Context: an optimization exercise on an open-source flow, tuned for small area. The choices shown serve that exercise and are no tape-out recipe. Function was checked by simulation only, so behaviour that the tests miss may differ from the original.

==> design/flow/flow/run.sh <==
#!/bin/bash
set -e
cp standard.sh standard_sh_copy.log
export CTS_ARGS="-sink_clustering_enable -repair_clock_nets -sink_clustering_size 20 -sink_clustering_max_diameter 100 -dont_use_dummy_load"
export BUFFER_PORTS_ARGS="-buffer_cell sky130_fd_sc_hd__buf_1"
bash standard.sh > standard_flow.log 2>&1
==> design/flow/standard.sh <==
#!/bin/bash
# synth_recipe.tcl (not shown) runs the flow's synth.tcl, then flattens the netlist and writes it again
# the make line also repeats each setting of config.mk as NAME=value (left out here)
make -C /OpenROAD-flow-scripts/flow DESIGN_CONFIG=/design/flow/config.mk WORK_HOME=/design/flow/orfs CLKGATE_MAP_FILE= SYNTH_SCRIPT=/design/flow/synth_recipe.tcl "${@:-finish}"
==> design/flow/config.mk <==
export PLATFORM = sky130hd
export DESIGN_NAME = conv_core
export DESIGN_NICKNAME = conv_core
export VERILOG_FILES = /design/flow/design.v
export SDC_FILE = /design/flow/constraint.sdc
export NUM_CORES = 4
export LEC_CHECK = 0
export CAP_MARGIN = 20
export CORE_MARGIN = 2
export CORE_UTILIZATION = 40
export CTS_CLUSTER_DIAMETER = 100
export CTS_CLUSTER_SIZE = 20
export SLEW_MARGIN = 20
export SYNTH_HIERARCHICAL = 1
export SYNTH_MINIMUM_KEEP_SIZE = 0
==> design/flow/constraint.sdc <==
create_clock -name core_clock -period 10.0 [get_ports {clk}]
set_input_delay 2.0000 -clock core_clock [delete_from_list [all_inputs] [get_ports {clk}]]
set_output_delay 2.0000 -clock core_clock [all_outputs]
set_load 0.01 [all_outputs]
==> design/flow/design.v <==
`timescale 1ns/1ps
`default_nettype none
module booth_mac (
  input  wire [7:0]  b_one,
  input  wire [7:0]  b_two,
  input  wire [7:0]  b_neg,
  input  wire [15:0] w,
  input  wire [31:0] base,
  output wire [31:0] sum
);
  wire pp0_0;
  assign pp0_0 = (b_one[0] & w[0]) ^ b_neg[0];
  wire pp0_1;
  assign pp0_1 = ((b_one[0] & w[1]) | (b_two[0] & w[0])) ^ b_neg[0];
  wire pp0_2;
  assign pp0_2 = ((b_one[0] & w[2]) | (b_two[0] & w[1])) ^ b_neg[0];
  wire pp0_3;
  assign pp0_3 = ((b_one[0] & w[3]) | (b_two[0] & w[2])) ^ b_neg[0];
  wire pp0_4;
  assign pp0_4 = ((b_one[0] & w[4]) | (b_two[0] & w[3])) ^ b_neg[0];
  wire pp0_5;
  assign pp0_5 = ((b_one[0] & w[5]) | (b_two[0] & w[4])) ^ b_neg[0];
  wire pp0_6;
  assign pp0_6 = ((b_one[0] & w[6]) | (b_two[0] & w[5])) ^ b_neg[0];
  wire pp0_7;
  assign pp0_7 = ((b_one[0] & w[7]) | (b_two[0] & w[6])) ^ b_neg[0];
  wire pp0_8;
  assign pp0_8 = ((b_one[0] & w[8]) | (b_two[0] & w[7])) ^ b_neg[0];
  wire pp0_9;
  assign pp0_9 = ((b_one[0] & w[9]) | (b_two[0] & w[8])) ^ b_neg[0];
  wire pp0_10;
  assign pp0_10 = ((b_one[0] & w[10]) | (b_two[0] & w[9])) ^ b_neg[0];
  wire pp0_11;
  assign pp0_11 = ((b_one[0] & w[11]) | (b_two[0] & w[10])) ^ b_neg[0];
  wire pp0_12;
  assign pp0_12 = ((b_one[0] & w[12]) | (b_two[0] & w[11])) ^ b_neg[0];
  wire pp0_13;
  assign pp0_13 = ((b_one[0] & w[13]) | (b_two[0] & w[12])) ^ b_neg[0];
  wire pp0_14;
  assign pp0_14 = ((b_one[0] & w[14]) | (b_two[0] & w[13])) ^ b_neg[0];
  wire pp0_15;
  assign pp0_15 = ((b_one[0] & w[15]) | (b_two[0] & w[14])) ^ b_neg[0];
  wire pp0_16;
  assign pp0_16 = ~(((b_one[0] | b_two[0]) & w[15]) ^ b_neg[0]);
  wire pp1_0;
  assign pp1_0 = (b_one[1] & w[0]) ^ b_neg[1];
  wire pp1_1;
  assign pp1_1 = ((b_one[1] & w[1]) | (b_two[1] & w[0])) ^ b_neg[1];
  wire pp1_2;
  assign pp1_2 = ((b_one[1] & w[2]) | (b_two[1] & w[1])) ^ b_neg[1];
  wire pp1_3;
  assign pp1_3 = ((b_one[1] & w[3]) | (b_two[1] & w[2])) ^ b_neg[1];
  wire pp1_4;
  assign pp1_4 = ((b_one[1] & w[4]) | (b_two[1] & w[3])) ^ b_neg[1];
  wire pp1_5;
  assign pp1_5 = ((b_one[1] & w[5]) | (b_two[1] & w[4])) ^ b_neg[1];
  wire pp1_6;
  assign pp1_6 = ((b_one[1] & w[6]) | (b_two[1] & w[5])) ^ b_neg[1];
  wire pp1_7;
  assign pp1_7 = ((b_one[1] & w[7]) | (b_two[1] & w[6])) ^ b_neg[1];
  wire pp1_8;
  assign pp1_8 = ((b_one[1] & w[8]) | (b_two[1] & w[7])) ^ b_neg[1];
  wire pp1_9;
  assign pp1_9 = ((b_one[1] & w[9]) | (b_two[1] & w[8])) ^ b_neg[1];
  wire pp1_10;
  assign pp1_10 = ((b_one[1] & w[10]) | (b_two[1] & w[9])) ^ b_neg[1];
  wire pp1_11;
  assign pp1_11 = ((b_one[1] & w[11]) | (b_two[1] & w[10])) ^ b_neg[1];
  wire pp1_12;
  assign pp1_12 = ((b_one[1] & w[12]) | (b_two[1] & w[11])) ^ b_neg[1];
  wire pp1_13;
  assign pp1_13 = ((b_one[1] & w[13]) | (b_two[1] & w[12])) ^ b_neg[1];
  wire pp1_14;
  assign pp1_14 = ((b_one[1] & w[14]) | (b_two[1] & w[13])) ^ b_neg[1];
  wire pp1_15;
  assign pp1_15 = ((b_one[1] & w[15]) | (b_two[1] & w[14])) ^ b_neg[1];
  wire pp1_16;
  assign pp1_16 = ~(((b_one[1] | b_two[1]) & w[15]) ^ b_neg[1]);
  wire pp2_0;
  assign pp2_0 = (b_one[2] & w[0]) ^ b_neg[2];
  wire pp2_1;
  assign pp2_1 = ((b_one[2] & w[1]) | (b_two[2] & w[0])) ^ b_neg[2];
  wire pp2_2;
  assign pp2_2 = ((b_one[2] & w[2]) | (b_two[2] & w[1])) ^ b_neg[2];
  wire pp2_3;
  assign pp2_3 = ((b_one[2] & w[3]) | (b_two[2] & w[2])) ^ b_neg[2];
  wire pp2_4;
  assign pp2_4 = ((b_one[2] & w[4]) | (b_two[2] & w[3])) ^ b_neg[2];
  wire pp2_5;
  assign pp2_5 = ((b_one[2] & w[5]) | (b_two[2] & w[4])) ^ b_neg[2];
  wire pp2_6;
  assign pp2_6 = ((b_one[2] & w[6]) | (b_two[2] & w[5])) ^ b_neg[2];
  wire pp2_7;
  assign pp2_7 = ((b_one[2] & w[7]) | (b_two[2] & w[6])) ^ b_neg[2];
  wire pp2_8;
  assign pp2_8 = ((b_one[2] & w[8]) | (b_two[2] & w[7])) ^ b_neg[2];
  wire pp2_9;
  assign pp2_9 = ((b_one[2] & w[9]) | (b_two[2] & w[8])) ^ b_neg[2];
  wire pp2_10;
  assign pp2_10 = ((b_one[2] & w[10]) | (b_two[2] & w[9])) ^ b_neg[2];
  wire pp2_11;
  assign pp2_11 = ((b_one[2] & w[11]) | (b_two[2] & w[10])) ^ b_neg[2];
  wire pp2_12;
  assign pp2_12 = ((b_one[2] & w[12]) | (b_two[2] & w[11])) ^ b_neg[2];
  wire pp2_13;
  assign pp2_13 = ((b_one[2] & w[13]) | (b_two[2] & w[12])) ^ b_neg[2];
  wire pp2_14;
  assign pp2_14 = ((b_one[2] & w[14]) | (b_two[2] & w[13])) ^ b_neg[2];
  wire pp2_15;
  assign pp2_15 = ((b_one[2] & w[15]) | (b_two[2] & w[14])) ^ b_neg[2];
  wire pp2_16;
  assign pp2_16 = ~(((b_one[2] | b_two[2]) & w[15]) ^ b_neg[2]);
  wire pp3_0;
  assign pp3_0 = (b_one[3] & w[0]) ^ b_neg[3];
  wire pp3_1;
  assign pp3_1 = ((b_one[3] & w[1]) | (b_two[3] & w[0])) ^ b_neg[3];
  wire pp3_2;
  assign pp3_2 = ((b_one[3] & w[2]) | (b_two[3] & w[1])) ^ b_neg[3];
  wire pp3_3;
  assign pp3_3 = ((b_one[3] & w[3]) | (b_two[3] & w[2])) ^ b_neg[3];
  wire pp3_4;
  assign pp3_4 = ((b_one[3] & w[4]) | (b_two[3] & w[3])) ^ b_neg[3];
  wire pp3_5;
  assign pp3_5 = ((b_one[3] & w[5]) | (b_two[3] & w[4])) ^ b_neg[3];
  wire pp3_6;
  assign pp3_6 = ((b_one[3] & w[6]) | (b_two[3] & w[5])) ^ b_neg[3];
  wire pp3_7;
  assign pp3_7 = ((b_one[3] & w[7]) | (b_two[3] & w[6])) ^ b_neg[3];
  wire pp3_8;
  assign pp3_8 = ((b_one[3] & w[8]) | (b_two[3] & w[7])) ^ b_neg[3];
  wire pp3_9;
  assign pp3_9 = ((b_one[3] & w[9]) | (b_two[3] & w[8])) ^ b_neg[3];
  wire pp3_10;
  assign pp3_10 = ((b_one[3] & w[10]) | (b_two[3] & w[9])) ^ b_neg[3];
  wire pp3_11;
  assign pp3_11 = ((b_one[3] & w[11]) | (b_two[3] & w[10])) ^ b_neg[3];
  wire pp3_12;
  assign pp3_12 = ((b_one[3] & w[12]) | (b_two[3] & w[11])) ^ b_neg[3];
  wire pp3_13;
  assign pp3_13 = ((b_one[3] & w[13]) | (b_two[3] & w[12])) ^ b_neg[3];
  wire pp3_14;
  assign pp3_14 = ((b_one[3] & w[14]) | (b_two[3] & w[13])) ^ b_neg[3];
  wire pp3_15;
  assign pp3_15 = ((b_one[3] & w[15]) | (b_two[3] & w[14])) ^ b_neg[3];
  wire pp3_16;
  assign pp3_16 = ~(((b_one[3] | b_two[3]) & w[15]) ^ b_neg[3]);
  wire pp4_0;
  assign pp4_0 = (b_one[4] & w[0]) ^ b_neg[4];
  wire pp4_1;
  assign pp4_1 = ((b_one[4] & w[1]) | (b_two[4] & w[0])) ^ b_neg[4];
  wire pp4_2;
  assign pp4_2 = ((b_one[4] & w[2]) | (b_two[4] & w[1])) ^ b_neg[4];
  wire pp4_3;
  assign pp4_3 = ((b_one[4] & w[3]) | (b_two[4] & w[2])) ^ b_neg[4];
  wire pp4_4;
  assign pp4_4 = ((b_one[4] & w[4]) | (b_two[4] & w[3])) ^ b_neg[4];
  wire pp4_5;
  assign pp4_5 = ((b_one[4] & w[5]) | (b_two[4] & w[4])) ^ b_neg[4];
  wire pp4_6;
  assign pp4_6 = ((b_one[4] & w[6]) | (b_two[4] & w[5])) ^ b_neg[4];
  wire pp4_7;
  assign pp4_7 = ((b_one[4] & w[7]) | (b_two[4] & w[6])) ^ b_neg[4];
  wire pp4_8;
  assign pp4_8 = ((b_one[4] & w[8]) | (b_two[4] & w[7])) ^ b_neg[4];
  wire pp4_9;
  assign pp4_9 = ((b_one[4] & w[9]) | (b_two[4] & w[8])) ^ b_neg[4];
  wire pp4_10;
  assign pp4_10 = ((b_one[4] & w[10]) | (b_two[4] & w[9])) ^ b_neg[4];
  wire pp4_11;
  assign pp4_11 = ((b_one[4] & w[11]) | (b_two[4] & w[10])) ^ b_neg[4];
  wire pp4_12;
  assign pp4_12 = ((b_one[4] & w[12]) | (b_two[4] & w[11])) ^ b_neg[4];
  wire pp4_13;
  assign pp4_13 = ((b_one[4] & w[13]) | (b_two[4] & w[12])) ^ b_neg[4];
  wire pp4_14;
  assign pp4_14 = ((b_one[4] & w[14]) | (b_two[4] & w[13])) ^ b_neg[4];
  wire pp4_15;
  assign pp4_15 = ((b_one[4] & w[15]) | (b_two[4] & w[14])) ^ b_neg[4];
  wire pp4_16;
  assign pp4_16 = ~(((b_one[4] | b_two[4]) & w[15]) ^ b_neg[4]);
  wire pp5_0;
  assign pp5_0 = (b_one[5] & w[0]) ^ b_neg[5];
  wire pp5_1;
  assign pp5_1 = ((b_one[5] & w[1]) | (b_two[5] & w[0])) ^ b_neg[5];
  wire pp5_2;
  assign pp5_2 = ((b_one[5] & w[2]) | (b_two[5] & w[1])) ^ b_neg[5];
  wire pp5_3;
  assign pp5_3 = ((b_one[5] & w[3]) | (b_two[5] & w[2])) ^ b_neg[5];
  wire pp5_4;
  assign pp5_4 = ((b_one[5] & w[4]) | (b_two[5] & w[3])) ^ b_neg[5];
  wire pp5_5;
  assign pp5_5 = ((b_one[5] & w[5]) | (b_two[5] & w[4])) ^ b_neg[5];
  wire pp5_6;
  assign pp5_6 = ((b_one[5] & w[6]) | (b_two[5] & w[5])) ^ b_neg[5];
  wire pp5_7;
  assign pp5_7 = ((b_one[5] & w[7]) | (b_two[5] & w[6])) ^ b_neg[5];
  wire pp5_8;
  assign pp5_8 = ((b_one[5] & w[8]) | (b_two[5] & w[7])) ^ b_neg[5];
  wire pp5_9;
  assign pp5_9 = ((b_one[5] & w[9]) | (b_two[5] & w[8])) ^ b_neg[5];
  wire pp5_10;
  assign pp5_10 = ((b_one[5] & w[10]) | (b_two[5] & w[9])) ^ b_neg[5];
  wire pp5_11;
  assign pp5_11 = ((b_one[5] & w[11]) | (b_two[5] & w[10])) ^ b_neg[5];
  wire pp5_12;
  assign pp5_12 = ((b_one[5] & w[12]) | (b_two[5] & w[11])) ^ b_neg[5];
  wire pp5_13;
  assign pp5_13 = ((b_one[5] & w[13]) | (b_two[5] & w[12])) ^ b_neg[5];
  wire pp5_14;
  assign pp5_14 = ((b_one[5] & w[14]) | (b_two[5] & w[13])) ^ b_neg[5];
  wire pp5_15;
  assign pp5_15 = ((b_one[5] & w[15]) | (b_two[5] & w[14])) ^ b_neg[5];
  wire pp5_16;
  assign pp5_16 = ~(((b_one[5] | b_two[5]) & w[15]) ^ b_neg[5]);
  wire pp6_0;
  assign pp6_0 = (b_one[6] & w[0]) ^ b_neg[6];
  wire pp6_1;
  assign pp6_1 = ((b_one[6] & w[1]) | (b_two[6] & w[0])) ^ b_neg[6];
  wire pp6_2;
  assign pp6_2 = ((b_one[6] & w[2]) | (b_two[6] & w[1])) ^ b_neg[6];
  wire pp6_3;
  assign pp6_3 = ((b_one[6] & w[3]) | (b_two[6] & w[2])) ^ b_neg[6];
  wire pp6_4;
  assign pp6_4 = ((b_one[6] & w[4]) | (b_two[6] & w[3])) ^ b_neg[6];
  wire pp6_5;
  assign pp6_5 = ((b_one[6] & w[5]) | (b_two[6] & w[4])) ^ b_neg[6];
  wire pp6_6;
  assign pp6_6 = ((b_one[6] & w[6]) | (b_two[6] & w[5])) ^ b_neg[6];
  wire pp6_7;
  assign pp6_7 = ((b_one[6] & w[7]) | (b_two[6] & w[6])) ^ b_neg[6];
  wire pp6_8;
  assign pp6_8 = ((b_one[6] & w[8]) | (b_two[6] & w[7])) ^ b_neg[6];
  wire pp6_9;
  assign pp6_9 = ((b_one[6] & w[9]) | (b_two[6] & w[8])) ^ b_neg[6];
  wire pp6_10;
  assign pp6_10 = ((b_one[6] & w[10]) | (b_two[6] & w[9])) ^ b_neg[6];
  wire pp6_11;
  assign pp6_11 = ((b_one[6] & w[11]) | (b_two[6] & w[10])) ^ b_neg[6];
  wire pp6_12;
  assign pp6_12 = ((b_one[6] & w[12]) | (b_two[6] & w[11])) ^ b_neg[6];
  wire pp6_13;
  assign pp6_13 = ((b_one[6] & w[13]) | (b_two[6] & w[12])) ^ b_neg[6];
  wire pp6_14;
  assign pp6_14 = ((b_one[6] & w[14]) | (b_two[6] & w[13])) ^ b_neg[6];
  wire pp6_15;
  assign pp6_15 = ((b_one[6] & w[15]) | (b_two[6] & w[14])) ^ b_neg[6];
  wire pp6_16;
  assign pp6_16 = ~(((b_one[6] | b_two[6]) & w[15]) ^ b_neg[6]);
  wire pp7_0;
  assign pp7_0 = (b_one[7] & w[0]) ^ b_neg[7];
  wire pp7_1;
  assign pp7_1 = ((b_one[7] & w[1]) | (b_two[7] & w[0])) ^ b_neg[7];
  wire pp7_2;
  assign pp7_2 = ((b_one[7] & w[2]) | (b_two[7] & w[1])) ^ b_neg[7];
  wire pp7_3;
  assign pp7_3 = ((b_one[7] & w[3]) | (b_two[7] & w[2])) ^ b_neg[7];
  wire pp7_4;
  assign pp7_4 = ((b_one[7] & w[4]) | (b_two[7] & w[3])) ^ b_neg[7];
  wire pp7_5;
  assign pp7_5 = ((b_one[7] & w[5]) | (b_two[7] & w[4])) ^ b_neg[7];
  wire pp7_6;
  assign pp7_6 = ((b_one[7] & w[6]) | (b_two[7] & w[5])) ^ b_neg[7];
  wire pp7_7;
  assign pp7_7 = ((b_one[7] & w[7]) | (b_two[7] & w[6])) ^ b_neg[7];
  wire pp7_8;
  assign pp7_8 = ((b_one[7] & w[8]) | (b_two[7] & w[7])) ^ b_neg[7];
  wire pp7_9;
  assign pp7_9 = ((b_one[7] & w[9]) | (b_two[7] & w[8])) ^ b_neg[7];
  wire pp7_10;
  assign pp7_10 = ((b_one[7] & w[10]) | (b_two[7] & w[9])) ^ b_neg[7];
  wire pp7_11;
  assign pp7_11 = ((b_one[7] & w[11]) | (b_two[7] & w[10])) ^ b_neg[7];
  wire pp7_12;
  assign pp7_12 = ((b_one[7] & w[12]) | (b_two[7] & w[11])) ^ b_neg[7];
  wire pp7_13;
  assign pp7_13 = ((b_one[7] & w[13]) | (b_two[7] & w[12])) ^ b_neg[7];
  wire pp7_14;
  assign pp7_14 = ((b_one[7] & w[14]) | (b_two[7] & w[13])) ^ b_neg[7];
  wire pp7_15;
  assign pp7_15 = ((b_one[7] & w[15]) | (b_two[7] & w[14])) ^ b_neg[7];
  wire pp7_16;
  assign pp7_16 = ~(((b_one[7] | b_two[7]) & w[15]) ^ b_neg[7]);
  wire s0;
  wire c0;
  ha1 u_s0 (.a(pp0_14), .b(pp1_12), .s(s0), .co(c0));
  wire s1;
  wire c1;
  ha1 u_s1 (.a(pp0_15), .b(pp1_13), .s(s1), .co(c1));
  wire s2;
  wire c2;
  fa1 u_s2 (.a(pp0_16), .b(pp1_14), .c(pp2_12), .s(s2), .co(c2));
  wire s3;
  wire c3;
  ha1 u_s3 (.a(pp1_15), .b(pp2_13), .s(s3), .co(c3));
  wire s4;
  wire c4;
  ha1 u_s4 (.a(pp0_8), .b(pp1_6), .s(s4), .co(c4));
  wire s5;
  wire c5;
  ha1 u_s5 (.a(pp0_9), .b(pp1_7), .s(s5), .co(c5));
  wire s6;
  wire c6;
  fa1 u_s6 (.a(pp0_10), .b(pp1_8), .c(pp2_6), .s(s6), .co(c6));
  wire s7;
  wire c7;
  ha1 u_s7 (.a(pp3_4), .b(pp4_2), .s(s7), .co(c7));
  wire s8;
  wire c8;
  fa1 u_s8 (.a(pp0_11), .b(pp1_9), .c(pp2_7), .s(s8), .co(c8));
  wire s9;
  wire c9;
  ha1 u_s9 (.a(pp3_5), .b(pp4_3), .s(s9), .co(c9));
  wire s10;
  wire c10;
  fa1 u_s10 (.a(pp0_12), .b(pp1_10), .c(pp2_8), .s(s10), .co(c10));
  wire s11;
  wire c11;
  fa1 u_s11 (.a(pp3_6), .b(pp4_4), .c(pp5_2), .s(s11), .co(c11));
  wire s12;
  wire c12;
  ha1 u_s12 (.a(pp6_0), .b(b_neg[6]), .s(s12), .co(c12));
  wire s13;
  wire c13;
  fa1 u_s13 (.a(pp0_13), .b(pp1_11), .c(pp2_9), .s(s13), .co(c13));
  wire s14;
  wire c14;
  fa1 u_s14 (.a(pp3_7), .b(pp4_5), .c(pp5_3), .s(s14), .co(c14));
  wire s15;
  wire c15;
  ha1 u_s15 (.a(pp6_1), .b(base[13]), .s(s15), .co(c15));
  wire s16;
  wire c16;
  fa1 u_s16 (.a(s0), .b(pp2_10), .c(pp3_8), .s(s16), .co(c16));
  wire s17;
  wire c17;
  fa1 u_s17 (.a(pp4_6), .b(pp5_4), .c(pp6_2), .s(s17), .co(c17));
  wire s18;
  wire c18;
  fa1 u_s18 (.a(pp7_0), .b(b_neg[7]), .c(base[14]), .s(s18), .co(c18));
  wire s19;
  wire c19;
  fa1 u_s19 (.a(c0), .b(s1), .c(pp2_11), .s(s19), .co(c19));
  wire s20;
  wire c20;
  fa1 u_s20 (.a(pp3_9), .b(pp4_7), .c(pp5_5), .s(s20), .co(c20));
  wire s21;
  wire c21;
  fa1 u_s21 (.a(pp6_3), .b(pp7_1), .c(base[15]), .s(s21), .co(c21));
  wire s22;
  wire c22;
  fa1 u_s22 (.a(c1), .b(s2), .c(pp3_10), .s(s22), .co(c22));
  wire s23;
  wire c23;
  fa1 u_s23 (.a(pp4_8), .b(pp5_6), .c(pp6_4), .s(s23), .co(c23));
  wire s24;
  wire c24;
  assign s24 = ~(pp7_2 ^ base[16]);
  assign c24 = pp7_2 | base[16];
  wire s25;
  wire c25;
  fa1 u_s25 (.a(c2), .b(s3), .c(pp3_11), .s(s25), .co(c25));
  wire s26;
  wire c26;
  fa1 u_s26 (.a(pp4_9), .b(pp5_7), .c(pp6_5), .s(s26), .co(c26));
  wire s27;
  wire c27;
  assign s27 = ~(pp7_3 ^ base[17]);
  assign c27 = pp7_3 | base[17];
  wire s28;
  wire c28;
  fa1 u_s28 (.a(c3), .b(pp1_16), .c(pp2_14), .s(s28), .co(c28));
  wire s29;
  wire c29;
  fa1 u_s29 (.a(pp3_12), .b(pp4_10), .c(pp5_8), .s(s29), .co(c29));
  wire s30;
  wire c30;
  fa1 u_s30 (.a(pp6_6), .b(pp7_4), .c(base[18]), .s(s30), .co(c30));
  wire s31;
  wire c31;
  fa1 u_s31 (.a(pp2_15), .b(pp3_13), .c(pp4_11), .s(s31), .co(c31));
  wire s32;
  wire c32;
  fa1 u_s32 (.a(pp5_9), .b(pp6_7), .c(pp7_5), .s(s32), .co(c32));
  wire s33;
  wire c33;
  assign s33 = ~base[19];
  assign c33 = base[19];
  wire s34;
  wire c34;
  fa1 u_s34 (.a(pp2_16), .b(pp3_14), .c(pp4_12), .s(s34), .co(c34));
  wire s35;
  wire c35;
  fa1 u_s35 (.a(pp5_10), .b(pp6_8), .c(pp7_6), .s(s35), .co(c35));
  wire s36;
  wire c36;
  fa1 u_s36 (.a(pp3_15), .b(pp4_13), .c(pp5_11), .s(s36), .co(c36));
  wire s37;
  wire c37;
  ha1 u_s37 (.a(pp6_9), .b(pp7_7), .s(s37), .co(c37));
  wire s38;
  wire c38;
  fa1 u_s38 (.a(pp3_16), .b(pp4_14), .c(pp5_12), .s(s38), .co(c38));
  wire s39;
  wire c39;
  ha1 u_s39 (.a(pp4_15), .b(pp5_13), .s(s39), .co(c39));
  wire s40;
  wire c40;
  ha1 u_s40 (.a(pp0_4), .b(pp1_2), .s(s40), .co(c40));
  wire s41;
  wire c41;
  ha1 u_s41 (.a(pp0_5), .b(pp1_3), .s(s41), .co(c41));
  wire s42;
  wire c42;
  fa1 u_s42 (.a(pp0_6), .b(pp1_4), .c(pp2_2), .s(s42), .co(c42));
  wire s43;
  wire c43;
  ha1 u_s43 (.a(pp3_0), .b(b_neg[3]), .s(s43), .co(c43));
  wire s44;
  wire c44;
  fa1 u_s44 (.a(pp0_7), .b(pp1_5), .c(pp2_3), .s(s44), .co(c44));
  wire s45;
  wire c45;
  ha1 u_s45 (.a(pp3_1), .b(base[7]), .s(s45), .co(c45));
  wire s46;
  wire c46;
  fa1 u_s46 (.a(s4), .b(pp2_4), .c(pp3_2), .s(s46), .co(c46));
  wire s47;
  wire c47;
  fa1 u_s47 (.a(pp4_0), .b(b_neg[4]), .c(base[8]), .s(s47), .co(c47));
  wire s48;
  wire c48;
  fa1 u_s48 (.a(c4), .b(s5), .c(pp2_5), .s(s48), .co(c48));
  wire s49;
  wire c49;
  fa1 u_s49 (.a(pp3_3), .b(pp4_1), .c(base[9]), .s(s49), .co(c49));
  wire s50;
  wire c50;
  fa1 u_s50 (.a(c5), .b(s6), .c(s7), .s(s50), .co(c50));
  wire s51;
  wire c51;
  fa1 u_s51 (.a(pp5_0), .b(b_neg[5]), .c(base[10]), .s(s51), .co(c51));
  wire s52;
  wire c52;
  fa1 u_s52 (.a(c6), .b(c7), .c(s8), .s(s52), .co(c52));
  wire s53;
  wire c53;
  fa1 u_s53 (.a(s9), .b(pp5_1), .c(base[11]), .s(s53), .co(c53));
  wire s54;
  wire c54;
  fa1 u_s54 (.a(c8), .b(c9), .c(s10), .s(s54), .co(c54));
  wire s55;
  wire c55;
  fa1 u_s55 (.a(s11), .b(s12), .c(base[12]), .s(s55), .co(c55));
  wire s56;
  wire c56;
  fa1 u_s56 (.a(c10), .b(c11), .c(c12), .s(s56), .co(c56));
  wire s57;
  wire c57;
  fa1 u_s57 (.a(s13), .b(s14), .c(s15), .s(s57), .co(c57));
  wire s58;
  wire c58;
  fa1 u_s58 (.a(c13), .b(c14), .c(c15), .s(s58), .co(c58));
  wire s59;
  wire c59;
  fa1 u_s59 (.a(s16), .b(s17), .c(s18), .s(s59), .co(c59));
  wire s60;
  wire c60;
  fa1 u_s60 (.a(c16), .b(c17), .c(c18), .s(s60), .co(c60));
  wire s61;
  wire c61;
  fa1 u_s61 (.a(s19), .b(s20), .c(s21), .s(s61), .co(c61));
  wire s62;
  wire c62;
  fa1 u_s62 (.a(c19), .b(c20), .c(c21), .s(s62), .co(c62));
  wire s63;
  wire c63;
  fa1 u_s63 (.a(s22), .b(s23), .c(s24), .s(s63), .co(c63));
  wire s64;
  wire c64;
  fa1 u_s64 (.a(c22), .b(c23), .c(c24), .s(s64), .co(c64));
  wire s65;
  wire c65;
  fa1 u_s65 (.a(s25), .b(s26), .c(s27), .s(s65), .co(c65));
  wire s66;
  wire c66;
  fa1 u_s66 (.a(c25), .b(c26), .c(c27), .s(s66), .co(c66));
  wire s67;
  wire c67;
  fa1 u_s67 (.a(s28), .b(s29), .c(s30), .s(s67), .co(c67));
  wire s68;
  wire c68;
  fa1 u_s68 (.a(c28), .b(c29), .c(c30), .s(s68), .co(c68));
  wire s69;
  wire c69;
  fa1 u_s69 (.a(s31), .b(s32), .c(s33), .s(s69), .co(c69));
  wire s70;
  wire c70;
  fa1 u_s70 (.a(c31), .b(c32), .c(c33), .s(s70), .co(c70));
  wire s71;
  wire c71;
  fa1 u_s71 (.a(s34), .b(s35), .c(base[20]), .s(s71), .co(c71));
  wire s72;
  wire c72;
  fa1 u_s72 (.a(c34), .b(c35), .c(s36), .s(s72), .co(c72));
  wire s73;
  wire c73;
  assign s73 = ~(s37 ^ base[21]);
  assign c73 = s37 | base[21];
  wire s74;
  wire c74;
  fa1 u_s74 (.a(c36), .b(c37), .c(s38), .s(s74), .co(c74));
  wire s75;
  wire c75;
  fa1 u_s75 (.a(pp6_10), .b(pp7_8), .c(base[22]), .s(s75), .co(c75));
  wire s76;
  wire c76;
  fa1 u_s76 (.a(c38), .b(s39), .c(pp6_11), .s(s76), .co(c76));
  wire s77;
  wire c77;
  assign s77 = ~(pp7_9 ^ base[23]);
  assign c77 = pp7_9 | base[23];
  wire s78;
  wire c78;
  fa1 u_s78 (.a(c39), .b(pp4_16), .c(pp5_14), .s(s78), .co(c78));
  wire s79;
  wire c79;
  fa1 u_s79 (.a(pp6_12), .b(pp7_10), .c(base[24]), .s(s79), .co(c79));
  wire s80;
  wire c80;
  fa1 u_s80 (.a(pp5_15), .b(pp6_13), .c(pp7_11), .s(s80), .co(c80));
  wire s81;
  wire c81;
  assign s81 = ~base[25];
  assign c81 = base[25];
  wire s82;
  wire c82;
  fa1 u_s82 (.a(pp5_16), .b(pp6_14), .c(pp7_12), .s(s82), .co(c82));
  wire s83;
  wire c83;
  ha1 u_s83 (.a(pp6_15), .b(pp7_13), .s(s83), .co(c83));
  wire s84;
  wire c84;
  ha1 u_s84 (.a(pp0_2), .b(pp1_0), .s(s84), .co(c84));
  wire s85;
  wire c85;
  ha1 u_s85 (.a(pp0_3), .b(pp1_1), .s(s85), .co(c85));
  wire s86;
  wire c86;
  fa1 u_s86 (.a(s40), .b(pp2_0), .c(b_neg[2]), .s(s86), .co(c86));
  wire s87;
  wire c87;
  fa1 u_s87 (.a(c40), .b(s41), .c(pp2_1), .s(s87), .co(c87));
  wire s88;
  wire c88;
  fa1 u_s88 (.a(c41), .b(s42), .c(s43), .s(s88), .co(c88));
  wire s89;
  wire c89;
  fa1 u_s89 (.a(c42), .b(c43), .c(s44), .s(s89), .co(c89));
  wire s90;
  wire c90;
  fa1 u_s90 (.a(c44), .b(c45), .c(s46), .s(s90), .co(c90));
  wire s91;
  wire c91;
  fa1 u_s91 (.a(c46), .b(c47), .c(s48), .s(s91), .co(c91));
  wire s92;
  wire c92;
  fa1 u_s92 (.a(c48), .b(c49), .c(s50), .s(s92), .co(c92));
  wire s93;
  wire c93;
  fa1 u_s93 (.a(c50), .b(c51), .c(s52), .s(s93), .co(c93));
  wire s94;
  wire c94;
  fa1 u_s94 (.a(c52), .b(c53), .c(s54), .s(s94), .co(c94));
  wire s95;
  wire c95;
  fa1 u_s95 (.a(c54), .b(c55), .c(s56), .s(s95), .co(c95));
  wire s96;
  wire c96;
  fa1 u_s96 (.a(c56), .b(c57), .c(s58), .s(s96), .co(c96));
  wire s97;
  wire c97;
  fa1 u_s97 (.a(c58), .b(c59), .c(s60), .s(s97), .co(c97));
  wire s98;
  wire c98;
  fa1 u_s98 (.a(c60), .b(c61), .c(s62), .s(s98), .co(c98));
  wire s99;
  wire c99;
  fa1 u_s99 (.a(c62), .b(c63), .c(s64), .s(s99), .co(c99));
  wire s100;
  wire c100;
  fa1 u_s100 (.a(c64), .b(c65), .c(s66), .s(s100), .co(c100));
  wire s101;
  wire c101;
  fa1 u_s101 (.a(c66), .b(c67), .c(s68), .s(s101), .co(c101));
  wire s102;
  wire c102;
  fa1 u_s102 (.a(c68), .b(c69), .c(s70), .s(s102), .co(c102));
  wire s103;
  wire c103;
  fa1 u_s103 (.a(c70), .b(c71), .c(s72), .s(s103), .co(c103));
  wire s104;
  wire c104;
  fa1 u_s104 (.a(c72), .b(c73), .c(s74), .s(s104), .co(c104));
  wire s105;
  wire c105;
  fa1 u_s105 (.a(c74), .b(c75), .c(s76), .s(s105), .co(c105));
  wire s106;
  wire c106;
  fa1 u_s106 (.a(c76), .b(c77), .c(s78), .s(s106), .co(c106));
  wire s107;
  wire c107;
  fa1 u_s107 (.a(c78), .b(c79), .c(s80), .s(s107), .co(c107));
  wire s108;
  wire c108;
  fa1 u_s108 (.a(c80), .b(c81), .c(s82), .s(s108), .co(c108));
  wire s109;
  wire c109;
  assign s109 = ~(c82 ^ s83);
  assign c109 = c82 | s83;
  wire s110;
  wire c110;
  fa1 u_s110 (.a(c83), .b(pp6_16), .c(pp7_14), .s(s110), .co(c110));
  wire s111;
  wire c111;
  assign s111 = ~pp7_15;
  assign c111 = pp7_15;
  wire s112;
  wire c112;
  ha1 u_s112 (.a(pp0_0), .b(b_neg[0]), .s(s112), .co(c112));
  wire s113;
  wire c113;
  ha1 u_s113 (.a(pp0_1), .b(base[1]), .s(s113), .co(c113));
  wire s114;
  wire c114;
  fa1 u_s114 (.a(s84), .b(b_neg[1]), .c(base[2]), .s(s114), .co(c114));
  wire s115;
  wire c115;
  fa1 u_s115 (.a(c84), .b(s85), .c(base[3]), .s(s115), .co(c115));
  wire s116;
  wire c116;
  fa1 u_s116 (.a(c85), .b(s86), .c(base[4]), .s(s116), .co(c116));
  wire s117;
  wire c117;
  fa1 u_s117 (.a(c86), .b(s87), .c(base[5]), .s(s117), .co(c117));
  wire s118;
  wire c118;
  fa1 u_s118 (.a(c87), .b(s88), .c(base[6]), .s(s118), .co(c118));
  wire s119;
  wire c119;
  fa1 u_s119 (.a(c88), .b(s89), .c(s45), .s(s119), .co(c119));
  wire s120;
  wire c120;
  fa1 u_s120 (.a(c89), .b(s90), .c(s47), .s(s120), .co(c120));
  wire s121;
  wire c121;
  fa1 u_s121 (.a(c90), .b(s91), .c(s49), .s(s121), .co(c121));
  wire s122;
  wire c122;
  fa1 u_s122 (.a(c91), .b(s92), .c(s51), .s(s122), .co(c122));
  wire s123;
  wire c123;
  fa1 u_s123 (.a(c92), .b(s93), .c(s53), .s(s123), .co(c123));
  wire s124;
  wire c124;
  fa1 u_s124 (.a(c93), .b(s94), .c(s55), .s(s124), .co(c124));
  wire s125;
  wire c125;
  fa1 u_s125 (.a(c94), .b(s95), .c(s57), .s(s125), .co(c125));
  wire s126;
  wire c126;
  fa1 u_s126 (.a(c95), .b(s96), .c(s59), .s(s126), .co(c126));
  wire s127;
  wire c127;
  fa1 u_s127 (.a(c96), .b(s97), .c(s61), .s(s127), .co(c127));
  wire s128;
  wire c128;
  fa1 u_s128 (.a(c97), .b(s98), .c(s63), .s(s128), .co(c128));
  wire s129;
  wire c129;
  fa1 u_s129 (.a(c98), .b(s99), .c(s65), .s(s129), .co(c129));
  wire s130;
  wire c130;
  fa1 u_s130 (.a(c99), .b(s100), .c(s67), .s(s130), .co(c130));
  wire s131;
  wire c131;
  fa1 u_s131 (.a(c100), .b(s101), .c(s69), .s(s131), .co(c131));
  wire s132;
  wire c132;
  fa1 u_s132 (.a(c101), .b(s102), .c(s71), .s(s132), .co(c132));
  wire s133;
  wire c133;
  fa1 u_s133 (.a(c102), .b(s103), .c(s73), .s(s133), .co(c133));
  wire s134;
  wire c134;
  fa1 u_s134 (.a(c103), .b(s104), .c(s75), .s(s134), .co(c134));
  wire s135;
  wire c135;
  fa1 u_s135 (.a(c104), .b(s105), .c(s77), .s(s135), .co(c135));
  wire s136;
  wire c136;
  fa1 u_s136 (.a(c105), .b(s106), .c(s79), .s(s136), .co(c136));
  wire s137;
  wire c137;
  fa1 u_s137 (.a(c106), .b(s107), .c(s81), .s(s137), .co(c137));
  wire s138;
  wire c138;
  fa1 u_s138 (.a(c107), .b(s108), .c(base[26]), .s(s138), .co(c138));
  wire s139;
  wire c139;
  fa1 u_s139 (.a(c108), .b(s109), .c(base[27]), .s(s139), .co(c139));
  wire s140;
  wire c140;
  fa1 u_s140 (.a(c109), .b(s110), .c(base[28]), .s(s140), .co(c140));
  wire s141;
  wire c141;
  fa1 u_s141 (.a(c110), .b(s111), .c(base[29]), .s(s141), .co(c141));
  wire s142;
  wire c142;
  fa1 u_s142 (.a(c111), .b(pp7_16), .c(base[30]), .s(s142), .co(c142));
  wire s143;
  wire c143;
  assign s143 = ~base[31];
  assign c143 = base[31];
  wire [31:0] ra = {c142, c141, c140, c139, c138, c137, c136, c135, c134, c133, c132, c131, c130, c129, c128, c127, c126, c125, c124, c123, c122, c121, c120, c119, c118, c117, c116, c115, c114, c113, c112, s112};
  wire [31:0] rb = {s143, s142, s141, s140, s139, s138, s137, s136, s135, s134, s133, s132, s131, s130, s129, s128, s127, s126, s125, s124, s123, s122, s121, s120, s119, s118, s117, s116, s115, s114, s113, base[0]};
  wire [31:0] g0 = ra & rb;
  wire [31:0] p0 = ra ^ rb;
  wire bg0 = g0[1] | (p0[1] & g0[0]);
  wire bg1 = g0[2] | (p0[2] & bg0);
  wire bg2 = g0[3] | (p0[3] & bg1);
  wire bg3 = g0[4] | (p0[4] & bg2);
  wire bg4 = g0[5] | (p0[5] & bg3);
  wire bg5 = g0[6] | (p0[6] & bg4);
  wire bg6 = g0[7] | (p0[7] & bg5);
  wire bg7 = g0[8] | (p0[8] & bg6);
  wire bg8 = g0[9] | (p0[9] & bg7);
  wire bp8 = p0[9] & p0[8];
  wire bg9 = g0[11] | (p0[11] & g0[10]);
  wire bp9 = p0[11] & p0[10];
  wire bg10 = g0[13] | (p0[13] & g0[12]);
  wire bp10 = p0[13] & p0[12];
  wire bg11 = g0[15] | (p0[15] & g0[14]);
  wire bp11 = p0[15] & p0[14];
  wire bg12 = g0[17] | (p0[17] & g0[16]);
  wire bp12 = p0[17] & p0[16];
  wire bg13 = g0[19] | (p0[19] & g0[18]);
  wire bp13 = p0[19] & p0[18];
  wire bg14 = g0[21] | (p0[21] & g0[20]);
  wire bp14 = p0[21] & p0[20];
  wire bg15 = g0[23] | (p0[23] & g0[22]);
  wire bp15 = p0[23] & p0[22];
  wire bg16 = g0[25] | (p0[25] & g0[24]);
  wire bp16 = p0[25] & p0[24];
  wire bg17 = g0[27] | (p0[27] & g0[26]);
  wire bp17 = p0[27] & p0[26];
  wire bg18 = g0[29] | (p0[29] & g0[28]);
  wire bp18 = p0[29] & p0[28];
  wire bg19 = g0[31] | (p0[31] & g0[30]);
  wire bp19 = p0[31] & p0[30];
  wire bg20 = bg9 | (bp9 & bg8);
  wire bp20 = bp9 & bp8;
  wire bg21 = bg11 | (bp11 & bg10);
  wire bp21 = bp11 & bp10;
  wire bg22 = bg13 | (bp13 & bg12);
  wire bp22 = bp13 & bp12;
  wire bg23 = bg15 | (bp15 & bg14);
  wire bp23 = bp15 & bp14;
  wire bg24 = bg17 | (bp17 & bg16);
  wire bp24 = bp17 & bp16;
  wire bg25 = bg19 | (bp19 & bg18);
  wire bp25 = bp19 & bp18;
  wire bg26 = bg21 | (bp21 & bg20);
  wire bp26 = bp21 & bp20;
  wire bg27 = bg23 | (bp23 & bg22);
  wire bp27 = bp23 & bp22;
  wire bg28 = bg25 | (bp25 & bg24);
  wire bp28 = bp25 & bp24;
  wire bg29 = bg27 | (bp27 & bg26);
  wire bp29 = bp27 & bp26;
  wire bg30 = bg28 | (bp28 & bg29);
  wire bp30 = bp28 & bp29;
  wire bg31 = bg22 | (bp22 & bg26);
  wire bp31 = bp22 & bp26;
  wire bg32 = bg24 | (bp24 & bg29);
  wire bp32 = bp24 & bp29;
  wire bg33 = bg10 | (bp10 & bg20);
  wire bp33 = bp10 & bp20;
  wire bg34 = bg12 | (bp12 & bg26);
  wire bp34 = bp12 & bp26;
  wire bg35 = bg14 | (bp14 & bg31);
  wire bp35 = bp14 & bp31;
  wire bg36 = bg16 | (bp16 & bg29);
  wire bp36 = bp16 & bp29;
  wire bg37 = bg18 | (bp18 & bg32);
  wire bp37 = bp18 & bp32;
  wire bg38 = g0[10] | (p0[10] & bg8);
  wire bp38 = p0[10] & bp8;
  wire bg39 = g0[12] | (p0[12] & bg20);
  wire bp39 = p0[12] & bp20;
  wire bg40 = g0[14] | (p0[14] & bg33);
  wire bp40 = p0[14] & bp33;
  wire bg41 = g0[16] | (p0[16] & bg26);
  wire bp41 = p0[16] & bp26;
  wire bg42 = g0[18] | (p0[18] & bg34);
  wire bp42 = p0[18] & bp34;
  wire bg43 = g0[20] | (p0[20] & bg31);
  wire bp43 = p0[20] & bp31;
  wire bg44 = g0[22] | (p0[22] & bg35);
  wire bp44 = p0[22] & bp35;
  wire bg45 = g0[24] | (p0[24] & bg29);
  wire bp45 = p0[24] & bp29;
  wire bg46 = g0[26] | (p0[26] & bg36);
  wire bp46 = p0[26] & bp36;
  wire bg47 = g0[28] | (p0[28] & bg32);
  wire bp47 = p0[28] & bp32;
  wire bg48 = g0[30] | (p0[30] & bg37);
  wire bp48 = p0[30] & bp37;
  assign sum[0] = p0[0];
  assign sum[1] = p0[1] ^ g0[0];
  assign sum[2] = p0[2] ^ bg0;
  assign sum[3] = p0[3] ^ bg1;
  assign sum[4] = p0[4] ^ bg2;
  assign sum[5] = p0[5] ^ bg3;
  assign sum[6] = p0[6] ^ bg4;
  assign sum[7] = p0[7] ^ bg5;
  assign sum[8] = p0[8] ^ bg6;
  assign sum[9] = p0[9] ^ bg7;
  assign sum[10] = p0[10] ^ bg8;
  assign sum[11] = p0[11] ^ bg38;
  assign sum[12] = p0[12] ^ bg20;
  assign sum[13] = p0[13] ^ bg39;
  assign sum[14] = p0[14] ^ bg33;
  assign sum[15] = p0[15] ^ bg40;
  assign sum[16] = p0[16] ^ bg26;
  assign sum[17] = p0[17] ^ bg41;
  assign sum[18] = p0[18] ^ bg34;
  assign sum[19] = p0[19] ^ bg42;
  assign sum[20] = p0[20] ^ bg31;
  assign sum[21] = p0[21] ^ bg43;
  assign sum[22] = p0[22] ^ bg35;
  assign sum[23] = p0[23] ^ bg44;
  assign sum[24] = p0[24] ^ bg29;
  assign sum[25] = p0[25] ^ bg45;
  assign sum[26] = p0[26] ^ bg36;
  assign sum[27] = p0[27] ^ bg46;
  assign sum[28] = p0[28] ^ bg32;
  assign sum[29] = p0[29] ^ bg47;
  assign sum[30] = p0[30] ^ bg37;
  assign sum[31] = p0[31] ^ bg48;
endmodule
module fa1 (input wire a, input wire b, input wire c, output wire s, output wire co);
  assign s = a ^ b ^ c;
  assign co = (a & b) | (a & c) | (b & c);
endmodule
module ha1 (input wire a, input wire b, output wire s, output wire co);
  assign s = a ^ b;
  assign co = a & b;
endmodule
`default_nettype wire
`timescale 1ns/1ps
`default_nettype none
module conv_core (
  input  wire                                  clk,
  input  wire                                  rst_n,
  input  wire [16-1:0]               ifmap_dat,
  input  wire                                  ifmap_vld,
  input  wire [16-1:0]              weights_dat,
  input  wire                                  weights_vld,
  output wire [4*32-1:0]  ofmap_dat,
  output wire                                  ofmap_vld
);
  localparam integer D  = 11;    
  localparam integer NS = 7;     
  reg  [3:0]   widx;           
  reg          wloaded;        
  reg  [15:0]  wr0 [0:3];
  reg  [15:0]  wr1 [0:3];
  reg  [15:0]  wr2 [0:3];
  reg  [15:0]  wr3 [0:3];
  always @(posedge clk or negedge rst_n) begin
    if (!rst_n) begin
      widx    <= 4'd0;
      wloaded <= 1'b0;
    end else if (weights_vld) begin
      widx <= widx + 4'd1;
      if (widx == 4'd15) wloaded <= 1'b1;
    end
  end
  reg  [15:0]  dl_d [0:D-1];
  reg  [D-1:0] dl_v;
  integer k;
  always @(posedge clk) begin
    dl_d[0] <= ifmap_dat;
    for (k = 1; k < D; k = k + 1) dl_d[k] <= dl_d[k-1];
  end
  always @(posedge clk or negedge rst_n) begin
    if (!rst_n) dl_v <= {D{1'b0}};
    else        dl_v <= {dl_v[D-2:0], ifmap_vld};
  end
  wire        pv = dl_v[D-1];                   
  wire [15:0] px = dl_d[D-1] & {16{wloaded && pv}};   
  wire [16:0] pxe = {px, 1'b0};
  wire [7:0]  b_one, b_two, b_neg;
  genvar j;
  generate
    for (j = 0; j < 8; j = j + 1) begin : g_enc
      assign b_one[j] = pxe[2*j+1] ^ pxe[2*j];
      assign b_two[j] = (pxe[2*j+2] & ~pxe[2*j+1] & ~pxe[2*j]) |
                        (~pxe[2*j+2] & pxe[2*j+1] & pxe[2*j]);
      assign b_neg[j] = pxe[2*j+2];
    end
  endgenerate
  reg  [4:0]   pcnt;           
  wire         pfirst = (pcnt[1:0] == 2'd0);
  wire         plast  = (pcnt[1:0] == 2'd3);
  wire         pbank  = pv && (pcnt == 5'd31);
  always @(posedge clk or negedge rst_n) begin
    if (!rst_n) pcnt <= 5'd0;
    else if (pv) pcnt <= pcnt + 5'd1;
  end
  genvar c;
  reg  [31:0]  acc  [0:3];
  wire [127:0] sum;
  generate
    for (c = 0; c < 4; c = c + 1) begin : g_col
      wire wload = weights_vld && (widx[1:0] == c);
      always @(posedge clk) begin
        if (wload || pv) begin
          wr0[c] <= wload ? weights_dat : wr3[c];
          wr1[c] <= wr0[c];
          wr2[c] <= wr1[c];
          wr3[c] <= wr2[c];
        end
      end
      wire [31:0] base = pfirst ? 32'd0 : acc[c];
      booth_mac u_mac (
        .b_one (b_one),
        .b_two (b_two),
        .b_neg (b_neg),
        .w     (wr3[c]),
        .base  (base),
        .sum   (sum[32*c +: 32])
      );
      always @(posedge clk) begin
        acc[c] <= sum[32*c +: 32];    
      end
    end
  endgenerate
  reg  [127:0]   slot [0:NS-1];
  reg  [NS-1:0]  wp, rp;
  reg  [2:0]     ocnt;
  reg            oact;
  reg  [127:0]   rd;
  integer        s;
  always @(posedge clk) begin
    for (s = 0; s < NS; s = s + 1)
      if (pv && plast && wp[s]) slot[s] <= sum;
  end
  always @(*) begin
    rd = 128'd0;
    for (s = 0; s < NS; s = s + 1)
      rd = rd | (slot[s] & {128{rp[s]}});
  end
  always @(posedge clk or negedge rst_n) begin
    if (!rst_n) begin
      wp   <= {{(NS-1){1'b0}}, 1'b1};
      rp   <= {{(NS-1){1'b0}}, 1'b1};
      ocnt <= 3'd0;
      oact <= 1'b0;
    end else begin
      if (pv && plast) wp <= {wp[NS-2:0], wp[NS-1]};
      if (ofmap_vld) begin
        rp   <= {rp[NS-2:0], rp[NS-1]};
        ocnt <= ocnt + 3'd1;
        oact <= (ocnt != 3'd7);
      end
    end
  end
  assign ofmap_vld = pbank || oact;
  assign ofmap_dat = rd;
endmodule
`default_nettype wire
==> results of run 1 <==
path summary, 6_finish.rpt:
| path | from | to | slack (ps) |
|---|---|---|---|
| hold / removal | dl_d[4][7] | dl_d[5][7] | 290 |
| min in group asynchronous | rst_n | dl_v[0] | 1370 |
| setup / recovery | dl_v[10] | slot[2][85] | 1750 |
| setup reg to reg | dl_v[10] | slot[2][85] | 1750 |
| max in group asynchronous | rst_n | rp[1] | 7980 |
| hold reg to reg | dl_d[4][7] | dl_d[5][7] | 290 |
flip-flops by register name, indices dropped and copies added, names as in the netlist, 5 cells and up:
name / count
wr2: 64
acc: 128
rp: 7
slot: 896
dl_d: 176
wr3: 64
dl_v: 11
wr0: 64
wr1: 64
wp: 7
pcnt: 5
kinds of logic after synthesis:
logic type | after synthesis
compound gates | 1022
mux | 74
xor+xnor | 606
fa+ha+maj | 733
buf+inv | 560
simple gates | 430
flops | 1495
cell usage after synthesis (all sizes together), types with 37 or more instances:
master  number  area share (%)
edfxtp    1152              47
a22oi      736             7.5
fa         540              15
xnor2      532             6.3
dfxtp      304             8.2
buf        247             1.9
ha         193             3.3
clkbuf     160            0.81
inv        153            0.78
nand3      132            0.89
a222oi     128             1.7
nor2b      120             1.1
mux2        74             1.3
xor2        74            0.88
nand2       64            0.41
o21ai       58            0.39
a21oi       44            0.30
nor2        40            0.20
dfrtp       37             1.3
modules after synthesis, one instance, submodules excluded:
module | area [um2] | flops+latches | times used | cells
fa1 | 20.02 | 0 | 460 | 1
ha1 | 12.51 | 0 | 80 | 1
conv_core | 48760 | 1495 | 1 | 2432
booth_mac | 3747 | 0 | 4 | 487
metal layers:
metal  wire [um]  global-route usage (%)  vias to the layer above  part of all wire (%)
met5          95                       0                        -                 0.051
met4        5407                   6.079                       20                   2.9
li1            -                       -                    17970                     -
met2       86560                   31.46                     1552                    47
met3       12880                   2.984                      267                   7.0
met1       80020                   27.40                    21690                    43
critical path: cells and delay by family (launching register included):
family / cells / cell delay [ps]
flops: 1 / 330
simple gates: 5 / 1330
compound gates: 3 / 640
buf+inv: 3 / 710
fa+ha+maj: 11 / 4270
xor+xnor: 2 / 640
area by class of cell:
type | count | area share (%)
Inverter | 153 | 0.7271
Clock buffer | 90 | 2.851
Multi-Input combinational cell | 2865 | 37.96
Sequential cell | 1495 | 52.78
Antenna cell | 2 | 0.006337
Timing Repair Buffer | 267 | 1.776
Tap cell | 2464 | 3.903
==> metrics.md, run 1 <==
| Metric | Value |
|---|---|
| # DRC | 0 |
| Avg Inst Size Synth | 15.03 um2 |
| Worst-path clk slew | 80 ps |
| Clock Skew | 77.74 ps |
| Clk sink count | 1495 |
| Path category of the worst min-delay check | reg -> reg |
| Routed WL per cell | 25.21 um |
| Die area | 0.1884 mm2 |
| Setup WS pre-CTS | 1835 ps |
| Largest net degree at the start of global routing | 69 |
| Adder-Cell Fraction of Synth Area | 17.88% |
| Hold WS | 292.0 ps |
| Worst Tran Pin Value | 1061 ps |
| Resized Gates After CTS | 0 |
| WP data required | 10400 ps |
| Port Buffers | 164 |
| Final hold violations | 0 |
| Warning count from the yosys run | 21 |
| DIE HEIGHT | 434 um |
| Routed vias | 41500 |
| EDFF count, synth | 1152 |
| Largest family of logic cells by synthesized area | adder cells |
| Cells after Synth | 4920 |
| Initial DRC count | 4155 |
| Depth of the most critical reg-to-reg path | 24 |
| Clock Tree Root | clkbuf_16 |
| WS Path Type | reg -> reg |
| CP max-delay cell | nor2b_4 |
| Top-Level Pins | 165 |
| Most frequent cells in the layout | edfxtp_1, a22oi_1, fa_1, xnor2_1, dfxtp_1 |
| RSZ-0062 raised after global routing | false |
| CTS tree | yes |
| Total grt overflow | 0 |
| Max-cap violation count | 0 |
| Hold Crit Depth | 0 |
| Die X | 434 um |
| Row cnt | 157 |
| Mux share of post-synthesis cell area | 1.304% |
| Critical path cell sequence | buf_4 > and3_4 > nor2b_4 > buf_4 > a22oi_1 > xnor2_1 > ha_1 > fa_1 > fa_1 > fa_1 > fa_1 > fa_1 > fa_1 > fa_1 > fa_1 > inv_1 > fa_1 > nor2b_4 > o31ai_2 > a31oi_2 > nor4b_2 > nor2_1 > fa_1 > xor2_1 |
| Placed Area | 0.07672 mm2 |
| Vias/cell | 5.656 |
| Post-DP HPWL | 118.6 mm |
| Top_reg_cell synth | edfxtp_1 |
| Final setup TNS | 0 ps |
| Worst-path maximum fanout | 28 |
| Status | complete, no violations |
| Inst Count DP | 7244 |
| Tmin final | 8253 ps |
| XOR/XNOR Fraction of Synth Area | 7.176% |
| CTS H-tree lvls | 3 |
| Layout cells sized above 1 | 7.064% |
| Fill count | 16460 |
| Max-slew violation count | 0 |
| GR Util All Layers | 19.59% |
| Design area | 0.07898 mm2 |
| Critical path's largest stage delay | 580 ps |
| Deepest clock path buffer count | 3 |
| Ys async rst share | 2.609% |
| Area grow syn2layout | 6.791% |
| Synth Cell Area | 0.07396 mm2 |
| Sequential area share after synthesis | 56.32% |
| Multi-input logic area | 0.02998 mm2 |
| Antenna Nets Post-Route | 0 |
| Vias in the first global route | 43160 |
| Post-Layout Cell Count | 7336 |
| Initial Utilization | 40.31% |
| CTS Buf Count | 90 |
| CP Capture Type | flip-flop |
| Final WS setup | 1747 ps |
| Number of synthesized register bits | 1495 |
| Syn_nets | 5689 |
| Core box area | 0.1835 mm2 |
| Compound-Gate Fraction of Synth Area | 10.57% |
| Most common cell after layout, fill and taps aside | edfxtp_1 |
| Simple-Gate Fraction of Synth Area | 3.282% |
| Reg area | 0.04168 mm2 |
| Setup violators final | 0 |
| Worst path arrival time | 8660 ps |
| Yosys cell types | 51 |
| Routed WL | 185.0 mm |
| Final GP Congestion | 0.8448 |
| First-pass GRT wire length | 278.2 mm |
| Final Util | 43.05% |
| DRT Pass-1 Iters | 8 |
| Cts hold-fix bufs | 0 |
| Post-route clock period utilization | 82.53% |
| Startpoint types | flip-flop |
| Nets@finish | 5641 |
| Initial antenna violation count | 18 |
| Fmax | 121.2 MHz |
| Slew margin rel. | 29.30% |
| Post-CTS Setup Bufs | 0 |
| Worst path most repeated cell | fa_1 |
| Clock insertion delay at the later pin of the skew report | 750 ps |
==> run 2, diff against run 1 <==
==> design/flow/flow/run.sh (replaced) <==
#!/bin/bash
set -e
cp standard.sh standard_sh_copy.log
export CTS_ARGS="-sink_clustering_enable -repair_clock_nets -sink_clustering_size 24 -sink_clustering_max_diameter 90 -dont_use_dummy_load"
export BUFFER_PORTS_ARGS="-buffer_cell sky130_fd_sc_hd__buf_1"
bash standard.sh > standard_flow.log 2>&1
--- a/design/flow/config.mk
+++ b/design/flow/config.mk
@@ -9,5 +9,5 @@
 export CORE_MARGIN = 2
-export CORE_UTILIZATION = 40
-export CTS_CLUSTER_DIAMETER = 100
-export CTS_CLUSTER_SIZE = 20
+export CORE_UTILIZATION = 55
+export CTS_CLUSTER_DIAMETER = 90
+export CTS_CLUSTER_SIZE = 24
 export SLEW_MARGIN = 20
==> metrics.md, run 2 <==
| Metric | Value |
|---|---|
| Path category of the worst min-delay check | reg -> reg |
| Post-route clock period utilization | 83.19% |
| Status | complete, no violations |
| Clock insertion delay at the later pin of the skew report | 700 ps |
| Final setup TNS | 0 ps |
| Port Buffers | 164 |
| Final Util | 58.22% |
| Top-Level Pins | 165 |
| Setup WS pre-CTS | 1684 ps |
| Top Registers | slot (896), dl_d (176), acc (128) |
| Clock Tree Root | clkbuf_16 |
| First-pass GRT wire length | 268.3 mm |
| Final WS setup | 1681 ps |
| Post-Layout Cell Count | 6609 |
| Setup violators final | 0 |
| EDFF count, synth | 1152 |
| CTS Buf Count | 75 |
| Synth Cell Area | 0.07396 mm2 |
| Critical path cell sequence | buf_4 > and3_4 > buf_4 > buf_4 > xnor2_1 > ha_1 > ha_1 > fa_1 > fa_1 > fa_1 > fa_1 > fa_1 > fa_1 > fa_1 > fa_1 > inv_1 > fa_1 > nor2b_4 > o31ai_2 > a31oi_2 > a21boi_2 > o21ai_1 > fa_1 > xor2_1 |
| Max-slew violation count | 0 |
| Row cnt | 134 |
| Total grt overflow | 0 |
| Ys async rst share | 2.609% |
| CTS H-tree lvls | 3 |
| Largest Register | slot |
| Number of synthesized register bits | 1495 |
| Nets@finish | 5611 |
| Routed WL | 175.9 mm |
| Max reg flops | 896 |
| Die X | 370.7 um |
| CTS tree | yes |
| Final hold violations | 0 |
| Most common cell after layout, fill and taps aside | edfxtp_1 |
| Synth top cells by count | edfxtp_1, a22oi_1, fa_1 |
| Routed WL per cell | 26.61 um |
| Worst Tran Pin Value | 1034 ps |
| Slew margin rel. | 31.05% |
| Fill count | 10550 |
| CP max-delay cell | buf_4 |
| Top post-synthesis cells by area | edfxtp_1, fa_1, dfxtp_1 |
| Multi-input logic area | 0.02998 mm2 |
| Tmin final | 8319 ps |
| Cells after Synth | 4920 |
| Startpoint types | flip-flop |
| Area grow syn2layout | 5.052% |
| Synth top area share | 46.77% |
| # DRC | 0 |
| Initial Utilization | 55.42% |
| Max-cap violation count | 0 |
| Fmax | 120.2 MHz |
| Routed vias | 40860 |
| Vias in the first global route | 42110 |
| Final GP Congestion | 0.8045 |
| Syn_nets | 5689 |
| WP data required | 10390 ps |
| Deepest clock path buffer count | 3 |
| Clock Skew | 53.14 ps |
| Layout cells sized above 1 | 6.488% |
| Most frequent cells in the layout | edfxtp_1, a22oi_1, fa_1, xnor2_1, dfxtp_1 |
| Sequential area share after synthesis | 56.32% |
| DRT Pass-1 Iters | 6 |
| Worst-path clk slew | 90 ps |
| Post-CTS Setup Bufs | 0 |
| Cell with the most instances after synthesis | edfxtp_1 |
| Worst-path maximum fanout | 37 |
| Antenna Nets Post-Route | 0 |
| DIE HEIGHT | 370.7 um |
| Clk sink count | 1495 |
| Dominant cell type by area after synthesis | edfxtp_1 |
| Resized Gates After CTS | 0 |
| Worst path arrival time | 8710 ps |
| CP Capture Type | flip-flop |
| Post-DP HPWL | 112.8 mm |
| Critical path's largest stage delay | 600 ps |
| Crit path buffers/inverters | 4 |
| GR Util All Layers | 25.90% |
| Vias/cell | 6.183 |
| Cts hold-fix bufs | 0 |
| Inst Count DP | 6533 |
| Kind of cell adding the most delay to the critical path | adder cells |
| Core box area | 0.1335 mm2 |
| Initial antenna violation count | 3 |
| Avg Inst Size Synth | 15.03 um2 |
| Warning count from the yosys run | 21 |
| Initial DRC count | 4196 |
| Largest net degree at the start of global routing | 78 |
| Die area | 0.1374 mm2 |
| Top_reg_cell synth | edfxtp_1 |
| Worst path most repeated cell | fa_1 |
| Reg area | 0.04168 mm2 |
| RSZ-0062 raised after global routing | false |
| WS Path Type | reg -> reg |
| Yosys cell types | 51 |
run 2: worst paths after layout:
path                            startpoint      endpoint  slack [ps]  cells after the start
worst max-delay path              dl_v[10]  slot[3][123]        1680                     24
worst min-delay path            dl_d[8][6]    dl_d[9][6]         320                      0
worst max register to register    dl_v[10]  slot[3][123]        1680                     24
worst min register to register  dl_d[8][6]    dl_d[9][6]         320                      0
max in group asynchronous            rst_n         rp[4]        8210                      2
min in group asynchronous            rst_n       ocnt[0]        1370                      2
run 2: logic make-up (layout without fill, tap and decap cells):
logic type | count (synthesis) | count (layout) | share of synthesized area [%]
multiplexers | 74 | 74 | 1.304
adder cells (fa/ha/maj) | 733 | 733 | 17.88
other | 0 | 1 | 0
XOR/XNOR | 606 | 606 | 7.176
AO/OA/AOI/OAI | 1022 | 1022 | 10.57
AND/OR/NAND/NOR | 430 | 430 | 3.282
flip-flops | 1495 | 1495 | 56.32
buffers and inverters | 560 | 480 | 3.460
run 2: cell type report:
| class | instances | area share, % |
|---|---|---|
| diodes | 1 | 0.003221 |
| inverters | 153 | 0.7392 |
| multi-input cells | 2865 | 38.59 |
| well taps | 1768 | 2.847 |
| clock buffers | 75 | 2.416 |
| repair buffers | 252 | 1.757 |
| flip-flops and latches | 1495 | 53.65 |
run 2: Yosys stat by module, one instance, submodules excluded:
module,copies in the design,cell area [um2],cells
ha1,80,12.51,1
booth_mac,4,3747,487
conv_core,1,48760,2432
fa1,460,20.02,1
run 2: metrics by stage:
step	hold WS [ps]	cell area [um2]
final	319.3	77700
after global routing	329.5	77690
after detailed placement	312.1	75820
after CTS	324.1	77690
after global placement	309.6	75820
after floorplan	309.6	73960
run 2: layer usage:
layer  track usage, %  vias up  part of all wire [%]
met1            39.15    21570                    46
li1                 -    17910                     -
met5                0        -                     0
met2            41.47     1249                    47
met4            4.422        0                   1.5
met3            2.758      134                   5.5
==> run 3, diff against run 2 <==
--- a/design/flow/flow/run.sh
+++ b/design/flow/flow/run.sh
@@ -5,2 +5,2 @@
 export BUFFER_PORTS_ARGS="-buffer_cell sky130_fd_sc_hd__buf_1"
-bash standard.sh > standard_flow.log 2>&1
+bash standard.sh RECOVER_POWER=100 MATCH_CELL_FOOTPRINT=0 finish > standard_flow.log 2>&1
--- a/design/flow/config.mk
+++ b/design/flow/config.mk
@@ -9,3 +9,3 @@
 export CORE_MARGIN = 2
-export CORE_UTILIZATION = 55
+export CORE_UTILIZATION = 60
 export CTS_CLUSTER_DIAMETER = 90
==> metrics.md, run 3 <==
| Metric | Value |
|---|---|
| Status | complete, but fails checks |
| Blocking Checks | capacitance limit, slew limit |
| Initial DRC count | 4798 |
| Clock insertion delay at the later pin of the skew report | 680 ps |
| Die X | 355.1 um |
| EDFF count, synth | 1152 |
| First-pass GRT wire length | 270.5 mm |
| Ys async rst share | 2.609% |
| Port Buffers | 164 |
| Final hold violations | 0 |
| Fmax | 111.9 MHz |
| Final setup TNS | 0 ps |
| Largest family of logic cells by synthesized area | adder cells |
| CTS tree | yes |
| # DRC | 0 |
| Number of synthesized register bits | 1495 |
| Deepest clock path buffer count | 3 |
| Sequential area share after synthesis | 56.32% |
| Max-slew violation count | 1357 |
| Cts hold-fix bufs | 0 |
| CP Capture Type | flip-flop |
| Initial antenna violation count | 12 |
| Row cnt | 128 |
| Post-DP HPWL | 114.9 mm |
| Fill count | 9262 |
| XOR/XNOR Fraction of Synth Area | 7.176% |
| Routed vias | 41270 |
| Avg Inst Size Synth | 15.03 um2 |
| Most frequent cells in the layout | edfxtp_1, a22oi_1, fa_1, xnor2_1, dfxtp_1 |
| Antenna Nets Post-Route | 0 |
| CTS H-tree lvls | 3 |
| Max-cap violation count | 30 |
| Tmin final | 8935 ps |
| Final GP Congestion | 0.8306 |
| Synth top area share | 46.77% |
| Syn_nets | 5689 |
| Top Registers | slot (896), dl_d (176), acc (128) |
| Top post-synthesis cells by area | edfxtp_1, fa_1, dfxtp_1 |
| Clock Tree Root | clkbuf_16 |
| Largest net degree at the start of global routing | 65 |
| DIE HEIGHT | 355.1 um |
| Core box area | 0.1220 mm2 |
| Routed WL | 178.3 mm |
| Setup violators final | 0 |
| RSZ-0062 raised after global routing | false |
| Max reg flops | 896 |
==> run 3: final cells by class <==
| cell class | instances | area (um2) | area share, % |
|---|---|---|---|
| multi-input combinational | 2865 | 29670 | 38.44 |
| inverter | 153 | 574.3 | 0.7441 |
| antenna | 2 | 5.005 | 0.006485 |
| clock buffer | 76 | 1902 | 2.464 |
| tap | 1625 | 2033 | 2.634 |
| timing repair buffer | 265 | 1314 | 1.702 |
| sequential | 1495 | 41680 | 54.01 |
==> run 3: per-module statistics from Yosys, one instance, submodules excluded <==
module | cells inside | times used | flip-flops and latches | cell area (um2)
ha1 | 1 | 80 | 0 | 12.51
booth_mac | 487 | 4 | 0 | 3747
fa1 | 1 | 460 | 0 | 20.02
conv_core | 2432 | 1 | 1495 | 48760
==> run 3: worst paths after layout <==
kind                                  from          end  slack (ps)  cells past startpoint
worst max register to register    dl_v[10]  slot[3][21]        1070                     22
max in group asynchronous            rst_n        rp[1]        6510                      1
min in group asynchronous            rst_n      dl_v[3]        1940                      1
worst max-delay path              dl_v[10]  slot[3][21]        1070                     22
worst min register to register  dl_d[8][6]   dl_d[9][6]         330                      0
worst min-delay path            dl_d[8][6]   dl_d[9][6]         330                      0
==> run 3: logic make-up (layout without fill, tap and decap cells) <==
kind of cell / Yosys count / count (layout)
buffers and inverters: 560 / 494
DFF: 1495 / 1495
and+or+nand+nor: 430 / 430
other: 0 / 2
xor gates and xnor gates: 606 / 606
muxes: 74 / 74
AOI/OAI and AO/OA: 1022 / 1022
adders and majority gates: 733 / 733
==> run 3: worst max-delay path, cell delays in order (launching register included) <==
cell and delay (ps):
dfrtp_1 350, clkbuf_1 830, and3_2 970, a22oi_1 180, xnor2_1 190, ha_1 340
fa_1 510, fa_1 430, fa_1 390, fa_1 380, fa_1 390, fa_1 400
fa_1 410, fa_1 370, inv_1 90, fa_1 240, nor2b_1 100, o31ai_2 330
a31oi_1 320, nor4b_1 430, nor2_1 100, fa_1 390, xor2_1 470
==> run 3: through the flow <==
step | util (%) | cells | cell area, um2 | hold slack, ps
after floorplan | - | 4920 | 73960 | 309.6
after global placement | 62.02 | 6403 | 75690 | 309.8
after detailed placement | 62.02 | 6403 | 75690 | 312.1
after CTS | 63.58 | 6479 | 77590 | 325.4
after global routing | 63.24 | 6479 | 77170 | 330.6
final | 63.24 | 6481 | 77180 | 326.0
==> run 3: metal layers <==
metal | global-route usage [%] | vias to the layer above | wire (um)
met5 | 0 | - | 27
met4 | 4.763 | 4 | 2887
met3 | 3.379 | 166 | 12340
met2 | 45.24 | 1497 | 83840
met1 | 43.70 | 21680 | 79230
li1 | - | 17920 | -

-- port drivers added, routing unchanged --
The flow's constraints put no driver on any port. The routed layouts listed below were extracted and timed again, unchanged, in two steps. Step 1 assumes that a clkbuf_16 drives the clock port and a buf_2 every other input. Step 2 moves the port delays by t, midway between the first and last clock arrival at a register: inputs arrive t later, outputs are due t later. That takes back most of the time a late clock gives input paths. a / b / c = ideal / step 1 / step 2; a / b = the first two.
| run | t, ns | setup slack, ns | worst register clock-pin slew, ns |
|---|---|---|---|
| run 1 | 0.794 | 1.747 / 1.747 / 1.747 | 0.08 / 0.08 |
| run 2 | 0.760 | 1.681 / 1.681 / 1.681 | 0.10 / 0.10 |
| run 3 | 0.724 | 1.065 / 1.065 / 1.065 | 0.09 / 0.09 |
